This is an optimization exercise on Yosys and OpenROAD, whose aim is small area and a short achievable clock period, not a production implementation.
In this exercise RTL edits were held to simulation tests only and were not proved equivalent to the original.
Power is estimated from default activity; no workload was simulated.

==> run a <==
==> flow/design.v <==
module spi_slave_bridge #(
  parameter int W = 32,
  parameter int TAG_W = 4,
  parameter int TX_DEPTH = 64,
  parameter int RX_DEPTH = 16,
  parameter int URGENT_LVL = 48
) (
  input  logic         clk,
  input  logic         rst,
  input  logic         spi_clk,
  input  logic         spi_mosi,
  input  logic         spi_cs,
  output logic         spi_miso,
  output logic         gpio_rd_valid,
  output logic         gpio_rd_urgent,
  input  logic         gpio_rd_cntreq,
  input  logic         wr_en,
  input  logic [W-1:0] wr_din,
  output logic         wr_full,
  input  logic         rd_en,
  output logic         rd_rdy,
  output logic [W-1:0] rd_dout,
  output logic [7:0]   rx_ovf_cnt,
  output logic [7:0]   short_cnt
);
  localparam int CNT_W = $clog2(TX_DEPTH + 1);
  localparam int SH_W = W - TAG_W - 4 - CNT_W;
  localparam int RX_CW = $clog2(RX_DEPTH + 1);
  localparam int BC_W = $clog2(W + 1);
  localparam int SC_W = $clog2(W);
  localparam int RXM = RX_DEPTH - 1;           
  localparam int HI_N = TX_DEPTH / 8;
  logic [2:0] sck_s, cs_s, cr_s;
  logic [1:0] mosi_s;
  logic armed, active, stat_pending, status_ok;
  logic [BC_W-1:0] bit_cnt;                    
  logic [SC_W-1:0] tx_shn;
  logic src_fifo, src_stat;
  logic [SH_W-1:0] shadow;
  logic [CNT_W-1:0] cnt_snap, snap_n, tx_cnt, avail;
  logic [TX_DEPTH-1:0][W-1:0] tx_mem;
  logic [HI_N-1:0] wp_hi;                      
  logic [7:0] wp_lo;
  logic [HI_N-1:0] pf_hi;                      
  logic [7:0] pf_lo;
  logic [TX_DEPTH-1:0] pf_sel;
  logic [W-1:0] tx_w, tx_pf, tx_rd, rx_sh, stat_word;
  logic [RXM-1:0][W-1:0] rx_mem;
  logic [RXM-1:0] rx_wq, rx_rq;                
  logic [RX_CW-1:0] rx_cnt;
  logic [W-1:0] rx_rd, rx_head_n;
  logic sck_rise, sck_fall, cs_fall, cs_rise, cr_edge, done, load, pop_tx, push_tx;
  logic push_rx, push_rx_ok, pop_rx, stat_n, avail_nz, sel_fifo, sel_stat, pf_inc, pf_dec;
  logic tx_is0, tx_is1, tx_is2, rx_full, rx_is1, rx_is2, rx_is15, pf_byp, rx_wr_mem;
  logic rx_head_en, rx_adv;
  always_comb begin
    sck_rise = sck_s[1] & ~sck_s[2];
    sck_fall = ~sck_s[1] & sck_s[2];
    cs_fall = armed & ~cs_s[1] & cs_s[2];
    cs_rise = cs_s[1] & ~cs_s[2];
    cr_edge = cr_s[1] ^ cr_s[2];
    done = bit_cnt[BC_W-1];
    load = done | cs_fall;
    tx_is2 = tx_cnt == CNT_W'(2);
    pop_tx = done & src_fifo;
    push_tx = wr_en & (|wr_din[W-1 -: TAG_W]) & ~tx_cnt[CNT_W-1];
    push_rx = done & (|rx_sh[W-1 -: TAG_W]);
    push_rx_ok = push_rx & ~rx_full;
    pop_rx = rd_en & rd_rdy;
    stat_n = cr_edge | (stat_pending & ~(done & src_stat));
    snap_n = cr_edge ? tx_cnt : cnt_snap;
    avail = tx_cnt - CNT_W'(pop_tx);
    avail_nz = ~tx_is0 & ~(pop_tx & tx_is1);
    sel_stat = stat_n;
    sel_fifo = ~stat_n & avail_nz;
    stat_word = {{TAG_W{1'b0}}, 1'b1, sel_stat, ~avail_nz, status_ok,
                 sel_stat ? snap_n : avail, shadow};
    pf_inc = sel_fifo & (pop_tx | (load & ~src_fifo));
    pf_dec = cs_fall & src_fifo & ~sel_fifo;
    for (int i = 0; i < TX_DEPTH; i++) pf_sel[i] = pf_hi[i / 8] & pf_lo[i % 8];
    tx_rd = '0;
    for (int i = 0; i < TX_DEPTH; i++) tx_rd = tx_rd | (tx_mem[i] & {W{pf_sel[i]}});
    pf_byp = push_tx & (src_fifo ? tx_is1 : tx_is0);
    rx_is2 = rx_cnt == RX_CW'(2);
    rx_is15 = rx_cnt == RX_CW'(RX_DEPTH - 1);
    rx_rd = '0;
    for (int i = 0; i < RXM; i++) rx_rd = rx_rd | (rx_mem[i] & {W{rx_rq[i]}});
    rx_adv = pop_rx & ~rx_is1;
    rx_wr_mem = push_rx_ok & rd_rdy & ~(pop_rx & rx_is1);
    rx_head_en = pop_rx | (push_rx_ok & ~rd_rdy);
    rx_head_n = (~rd_rdy | rx_is1) ? (rx_sh & {W{push_rx_ok}}) : rx_rd;
  end
  always_ff @(posedge clk) cr_s <= {cr_s[1:0], gpio_rd_cntreq};
  always_ff @(posedge clk) begin
    for (int i = 0; i < TX_DEPTH; i++)
      if (push_tx & wp_hi[i / 8] & wp_lo[i % 8]) tx_mem[i] <= wr_din;
    for (int i = 0; i < RXM; i++)
      if (rx_wr_mem & rx_wq[i]) rx_mem[i] <= rx_sh;
    tx_pf <= pf_byp ? wr_din : tx_rd;
  end
  always_ff @(posedge clk) begin
    if (rst) begin
      sck_s <= '0;
      cs_s <= '0;
      mosi_s <= '0;
      armed <= 1'b0;
      active <= 1'b0;
      bit_cnt <= '0;
      tx_is0 <= 1'b1;
      tx_is1 <= 1'b0;
      src_fifo <= 1'b0;
      src_stat <= 1'b0;
      stat_pending <= 1'b0;
      status_ok <= 1'b0;
      shadow <= '0;
      tx_cnt <= '0;
      wp_hi <= HI_N'(1);
      wp_lo <= 8'd1;
      pf_hi <= HI_N'(1);
      pf_lo <= 8'd1;
      rx_cnt <= '0;
      rd_rdy <= 1'b0;
      rd_dout <= '0;
      rx_full <= 1'b0;
      rx_is1 <= 1'b0;
      rx_wq <= RXM'(1);
      rx_rq <= RXM'(1);
      rx_ovf_cnt <= '0;
      short_cnt <= '0;
      spi_miso <= 1'b0;
      gpio_rd_valid <= 1'b0;
      gpio_rd_urgent <= 1'b0;
      wr_full <= 1'b0;
    end else begin
      sck_s <= {sck_s[1:0], spi_clk};
      cs_s <= {cs_s[1:0], spi_cs};
      mosi_s <= {mosi_s[0], spi_mosi};
      armed <= armed | cs_rise;
      stat_pending <= stat_n;
      spi_miso <= active & tx_w[SC_W'(W - 1) - tx_shn];
      if (load) begin
        bit_cnt <= '0;
        src_fifo <= sel_fifo;
        src_stat <= sel_stat;
      end else if (active & sck_rise) begin
        bit_cnt <= bit_cnt + 1'b1;
      end
      if (cs_fall) active <= 1'b1;
      if (active & cs_rise) begin
        active <= 1'b0;
        bit_cnt <= '0;
        if (!done && bit_cnt != '0 && short_cnt != 8'hFF) short_cnt <= short_cnt + 8'd1;
      end
      if (wr_en & ~|wr_din[W-1 -: TAG_W]) begin
        shadow <= wr_din[SH_W-1:0];
        status_ok <= 1'b1;
      end
      tx_cnt <= tx_cnt + CNT_W'(push_tx) - CNT_W'(pop_tx);
      if (push_tx) begin
        wp_lo <= {wp_lo[6:0], wp_lo[7]};
        if (wp_lo[7]) wp_hi <= {wp_hi[HI_N-2:0], wp_hi[HI_N-1]};
      end
      tx_is0 <= (tx_is0 & ~push_tx) | (tx_is1 & pop_tx & ~push_tx);
      tx_is1 <= (tx_is0 & push_tx) | (tx_is1 & ~(push_tx ^ pop_tx)) | (tx_is2 & pop_tx & ~push_tx);
      if (pf_inc) begin
        pf_lo <= {pf_lo[6:0], pf_lo[7]};
        if (pf_lo[7]) pf_hi <= {pf_hi[HI_N-2:0], pf_hi[HI_N-1]};
      end else if (pf_dec) begin
        pf_lo <= {pf_lo[0], pf_lo[7:1]};
        if (pf_lo[0]) pf_hi <= {pf_hi[0], pf_hi[HI_N-1:1]};
      end
      gpio_rd_valid <= ~tx_is0;
      gpio_rd_urgent <= tx_cnt >= CNT_W'(URGENT_LVL);
      wr_full <= tx_cnt == CNT_W'(TX_DEPTH);
      rx_cnt <= rx_cnt + RX_CW'(push_rx_ok) - RX_CW'(pop_rx);
      rd_rdy <= push_rx_ok | (rd_rdy & ~(pop_rx & rx_is1));
      if (rx_head_en) rd_dout <= rx_head_n;
      rx_full <= (rx_full & ~pop_rx) | (rx_is15 & push_rx_ok & ~pop_rx);
      rx_is1 <= (rx_is1 & ~(push_rx_ok ^ pop_rx)) | (~rd_rdy & push_rx_ok) |
                (rx_is2 & pop_rx & ~push_rx_ok);
      if (rx_wr_mem) rx_wq <= {rx_wq[RXM-2:0], rx_wq[RXM-1]};
      if (rx_adv) rx_rq <= {rx_rq[RXM-2:0], rx_rq[RXM-1]};
      if (push_rx & ~push_rx_ok & (rx_ovf_cnt != 8'hFF)) rx_ovf_cnt <= rx_ovf_cnt + 8'd1;
    end
  end
  always_ff @(posedge clk) begin
    cnt_snap <= snap_n;
    if (load) tx_shn <= '0;
    else if (active & sck_rise) rx_sh <= {rx_sh[W-2:0], mosi_s[1]};
    else if (active & sck_fall & (bit_cnt != '0)) tx_shn <= tx_shn + 1'b1;
  end
  always_ff @(posedge clk)
    if (load & ~(sel_fifo & src_fifo & ~pop_tx)) tx_w <= sel_fifo ? tx_pf : stat_word;
endmodule
==> flow/run.sh <==
#!/bin/bash
# synth_recipe.tcl (not shown) runs the flow's synth.tcl, then flattens the netlist and writes it again
# the make line also repeats each setting of config.mk as NAME=value (left out here)
make -C /OpenROAD-flow-scripts/flow DESIGN_CONFIG=/design/flow/config.mk WORK_HOME=/design/flow/orfs CLKGATE_MAP_FILE= SYNTH_SCRIPT=/design/flow/synth_recipe.tcl finish
==> flow/config.mk <==
export PLATFORM = sky130hd
export DESIGN_NAME = spi_slave_bridge
export DESIGN_NICKNAME = spi_slave_bridge
export VERILOG_FILES = /design/flow/design.v
export SDC_FILE = /design/flow/constraint.sdc
export NUM_CORES = 4
export LEC_CHECK = 0
export ABC_CLOCK_PERIOD_IN_PS = 2500
export CAP_MARGIN = 20
export CORE_MARGIN = 2
export CORE_UTILIZATION = 45
export SETUP_SLACK_MARGIN = 3.0
export SLEW_MARGIN = 20
==> flow/constraint.sdc <==
create_clock -name core_clock -period 5.5 [get_ports {clk}]
set_input_delay 1.1000 -clock core_clock [delete_from_list [all_inputs] [get_ports {clk}]]
set_output_delay 1.1000 -clock core_clock [all_outputs]
set_load 0.01 [all_outputs]
==> run b: changes against run a <==
--- a/flow/design.v
+++ b/flow/design.v
@@ -52,4 +52,5 @@
   logic sck_rise, sck_fall, cs_fall, cs_rise, cr_edge, done, load, pop_tx, push_tx;
   logic push_rx, push_rx_ok, pop_rx, stat_n, avail_nz, sel_fifo, sel_stat, pf_inc, pf_dec;
+  logic rx_tag_nz;                             
   logic tx_is0, tx_is1, tx_is2, rx_full, rx_is1, rx_is2, rx_is15, pf_byp, rx_wr_mem;
   logic rx_head_en, rx_adv;
@@ -65,5 +66,5 @@
     pop_tx = done & src_fifo;
     push_tx = wr_en & (|wr_din[W-1 -: TAG_W]) & ~tx_cnt[CNT_W-1];
-    push_rx = done & (|rx_sh[W-1 -: TAG_W]);
+    push_rx = done & rx_tag_nz;
     push_rx_ok = push_rx & ~rx_full;
     pop_rx = rd_en & rd_rdy;
@@ -156,5 +157,6 @@
         status_ok <= 1'b1;
       end
-      tx_cnt <= tx_cnt + CNT_W'(push_tx) - CNT_W'(pop_tx);
+      if (push_tx & ~pop_tx) tx_cnt <= tx_cnt + 1'b1;
+      else if (pop_tx & ~push_tx) tx_cnt <= tx_cnt - 1'b1;
       if (push_tx) begin
         wp_lo <= {wp_lo[6:0], wp_lo[7]};
@@ -173,5 +175,6 @@
       gpio_rd_urgent <= tx_cnt >= CNT_W'(URGENT_LVL);
       wr_full <= tx_cnt == CNT_W'(TX_DEPTH);
-      rx_cnt <= rx_cnt + RX_CW'(push_rx_ok) - RX_CW'(pop_rx);
+      if (push_rx_ok & ~pop_rx) rx_cnt <= rx_cnt + 1'b1;
+      else if (pop_rx & ~push_rx_ok) rx_cnt <= rx_cnt - 1'b1;
       rd_rdy <= push_rx_ok | (rd_rdy & ~(pop_rx & rx_is1));
       if (rx_head_en) rd_dout <= rx_head_n;
@@ -187,5 +190,8 @@
     cnt_snap <= snap_n;
     if (load) tx_shn <= '0;
-    else if (active & sck_rise) rx_sh <= {rx_sh[W-2:0], mosi_s[1]};
+    else if (active & sck_rise) begin
+      rx_sh <= {rx_sh[W-2:0], mosi_s[1]};
+      rx_tag_nz <= |rx_sh[W-2 -: TAG_W];
+    end
     else if (active & sck_fall & (bit_cnt != '0)) tx_shn <= tx_shn + 1'b1;
   end
Settings changed: CTS_CLUSTER_DIAMETER from default to 100, CTS_CLUSTER_SIZE from default to 24, SETUP_SLACK_MARGIN 3.0 to 3.1.
==> run c: changes against run a <==
--- a/flow/design.v
+++ b/flow/design.v
@@ -156,5 +156,6 @@
         status_ok <= 1'b1;
       end
-      tx_cnt <= tx_cnt + CNT_W'(push_tx) - CNT_W'(pop_tx);
+      if (push_tx & ~pop_tx) tx_cnt <= tx_cnt + 1'b1;
+      else if (pop_tx & ~push_tx) tx_cnt <= tx_cnt - 1'b1;
       if (push_tx) begin
         wp_lo <= {wp_lo[6:0], wp_lo[7]};
@@ -173,5 +174,6 @@
       gpio_rd_urgent <= tx_cnt >= CNT_W'(URGENT_LVL);
       wr_full <= tx_cnt == CNT_W'(TX_DEPTH);
-      rx_cnt <= rx_cnt + RX_CW'(push_rx_ok) - RX_CW'(pop_rx);
+      if (push_rx_ok & ~pop_rx) rx_cnt <= rx_cnt + 1'b1;
+      else if (pop_rx & ~push_rx_ok) rx_cnt <= rx_cnt - 1'b1;
       rd_rdy <= push_rx_ok | (rd_rdy & ~(pop_rx & rx_is1));
       if (rx_head_en) rd_dout <= rx_head_n;
Settings changed: CTS_CLUSTER_DIAMETER from default to 100, CTS_CLUSTER_SIZE from default to 24.
==> run d: changes against run a <==
--- a/flow/design.v
+++ b/flow/design.v
@@ -52,4 +52,5 @@
   logic sck_rise, sck_fall, cs_fall, cs_rise, cr_edge, done, load, pop_tx, push_tx;
   logic push_rx, push_rx_ok, pop_rx, stat_n, avail_nz, sel_fifo, sel_stat, pf_inc, pf_dec;
+  logic rx_tag_nz;                             
   logic tx_is0, tx_is1, tx_is2, rx_full, rx_is1, rx_is2, rx_is15, pf_byp, rx_wr_mem;
   logic rx_head_en, rx_adv;
@@ -65,5 +66,5 @@
     pop_tx = done & src_fifo;
     push_tx = wr_en & (|wr_din[W-1 -: TAG_W]) & ~tx_cnt[CNT_W-1];
-    push_rx = done & (|rx_sh[W-1 -: TAG_W]);
+    push_rx = done & rx_tag_nz;
     push_rx_ok = push_rx & ~rx_full;
     pop_rx = rd_en & rd_rdy;
@@ -156,5 +157,6 @@
         status_ok <= 1'b1;
       end
-      tx_cnt <= tx_cnt + CNT_W'(push_tx) - CNT_W'(pop_tx);
+      if (push_tx & ~pop_tx) tx_cnt <= tx_cnt + 1'b1;
+      else if (pop_tx & ~push_tx) tx_cnt <= tx_cnt - 1'b1;
       if (push_tx) begin
         wp_lo <= {wp_lo[6:0], wp_lo[7]};
@@ -173,5 +175,6 @@
       gpio_rd_urgent <= tx_cnt >= CNT_W'(URGENT_LVL);
       wr_full <= tx_cnt == CNT_W'(TX_DEPTH);
-      rx_cnt <= rx_cnt + RX_CW'(push_rx_ok) - RX_CW'(pop_rx);
+      if (push_rx_ok & ~pop_rx) rx_cnt <= rx_cnt + 1'b1;
+      else if (pop_rx & ~push_rx_ok) rx_cnt <= rx_cnt - 1'b1;
       rd_rdy <= push_rx_ok | (rd_rdy & ~(pop_rx & rx_is1));
       if (rx_head_en) rd_dout <= rx_head_n;
@@ -187,5 +190,8 @@
     cnt_snap <= snap_n;
     if (load) tx_shn <= '0;
-    else if (active & sck_rise) rx_sh <= {rx_sh[W-2:0], mosi_s[1]};
+    else if (active & sck_rise) begin
+      rx_sh <= {rx_sh[W-2:0], mosi_s[1]};
+      rx_tag_nz <= |rx_sh[W-2 -: TAG_W];
+    end
     else if (active & sck_fall & (bit_cnt != '0)) tx_shn <= tx_shn + 1'b1;
   end
Settings changed: CTS_CLUSTER_DIAMETER from default to 100, CTS_CLUSTER_SIZE from default to 24.
==> comparison table <==
quantity	run d	run a	run c	run b
Via count	67.98k	72.20k	68.54k	71.64k
Fraction of final layout cells sized beyond drive strength 1	15.90%	21.93%	15.73%	19.97%
Pin count of the biggest net entering global routing	104	82	80	71
Critical path startpoint	pf_hi[5]$_SDFFE_PP0P_	wr_din[29]	pf_lo[4]$_SDFFE_PP0P_	pf_hi[1]$_SDFFE_PP0P_
Number of cells on the critical path	8	17	6	8
Placed Area	108,400 um2	108,400 um2	108,300 um2	107,900 um2
Overall routing resource usage	33.41%	35.52%	34.02%	35.12%
Met3 Track Usage GR	13.27%	16.48%	10.96%	15.53%
Total chip power	36.69 mW	44.83 mW	36.70 mW	36.87 mW
Share of synthesized cell area in and, or, nand and nor gates	4.418%	4.371%	4.306%	4.418%
Final WL	403.0 mm	432.4 mm	411.2 mm	433.2 mm
Final weighted congestion of routability-driven global placement	0.9044	0.8987	0.8822	0.8914
Result of the run	complete, no violations	complete, no violations	complete, no violations	complete, no violations
Worst Reg-to-Reg Cells	8	7	6	8
Synthesis-stage register bit count	2,808	2,807	2,807	2,808
Power density over the cells	315.3 nW/um2	355.2 nW/um2	316.3 nW/um2	304.7 nW/um2
Core Box Area	227,500 um2	227,900 um2	227,700 um2	227,500 um2
Leak	35.00 nW	39.61 nW	35.05 nW	37.04 nW
Classification of the worst-slack hold path	flop to flop	primary input to flop	flop to flop	flop to flop

[re-timing with driven ports]
In the flow no input, the clock included, has a driving cell. The finished layouts below were timed again as built, in two steps.
Step 1, drivers: a clkbuf_16 drives clk and a buf_2 each remaining input, both assumed.
Step 2 also shifts input and output timing later by t, the mid clock arrival at the registers, as if the neighbouring blocks saw the same clock.
Three values: no drivers, after step 1, after step 2; two values: the first two.
| run | t, ns | slack for setup (ns) | worst hold slack (ns) | pins driven straight from the clock port |
|---|---|---|---|---|
| run a | 1.028 | 2.782 / 2.822 / 1.816 | 0.352 / 0.283 / 0.375 | 1 |
| run b | 0.950 | 2.847 / 2.830 / 2.063 | 0.345 / 0.345 / 0.345 | 1 |
| run c | 0.941 | 2.867 / 2.768 / 1.827 | 0.345 / 0.345 / 0.345 | 1 |
| run d | 0.924 | 2.854 / 2.854 / 1.935 | 0.354 / 0.354 / 0.354 | 1 |
After both steps every run listed still meets setup and hold. For run c, which loses most, drivers alone change the setup slack by -0.099 ns; drivers and shift together by -1.040 ns.
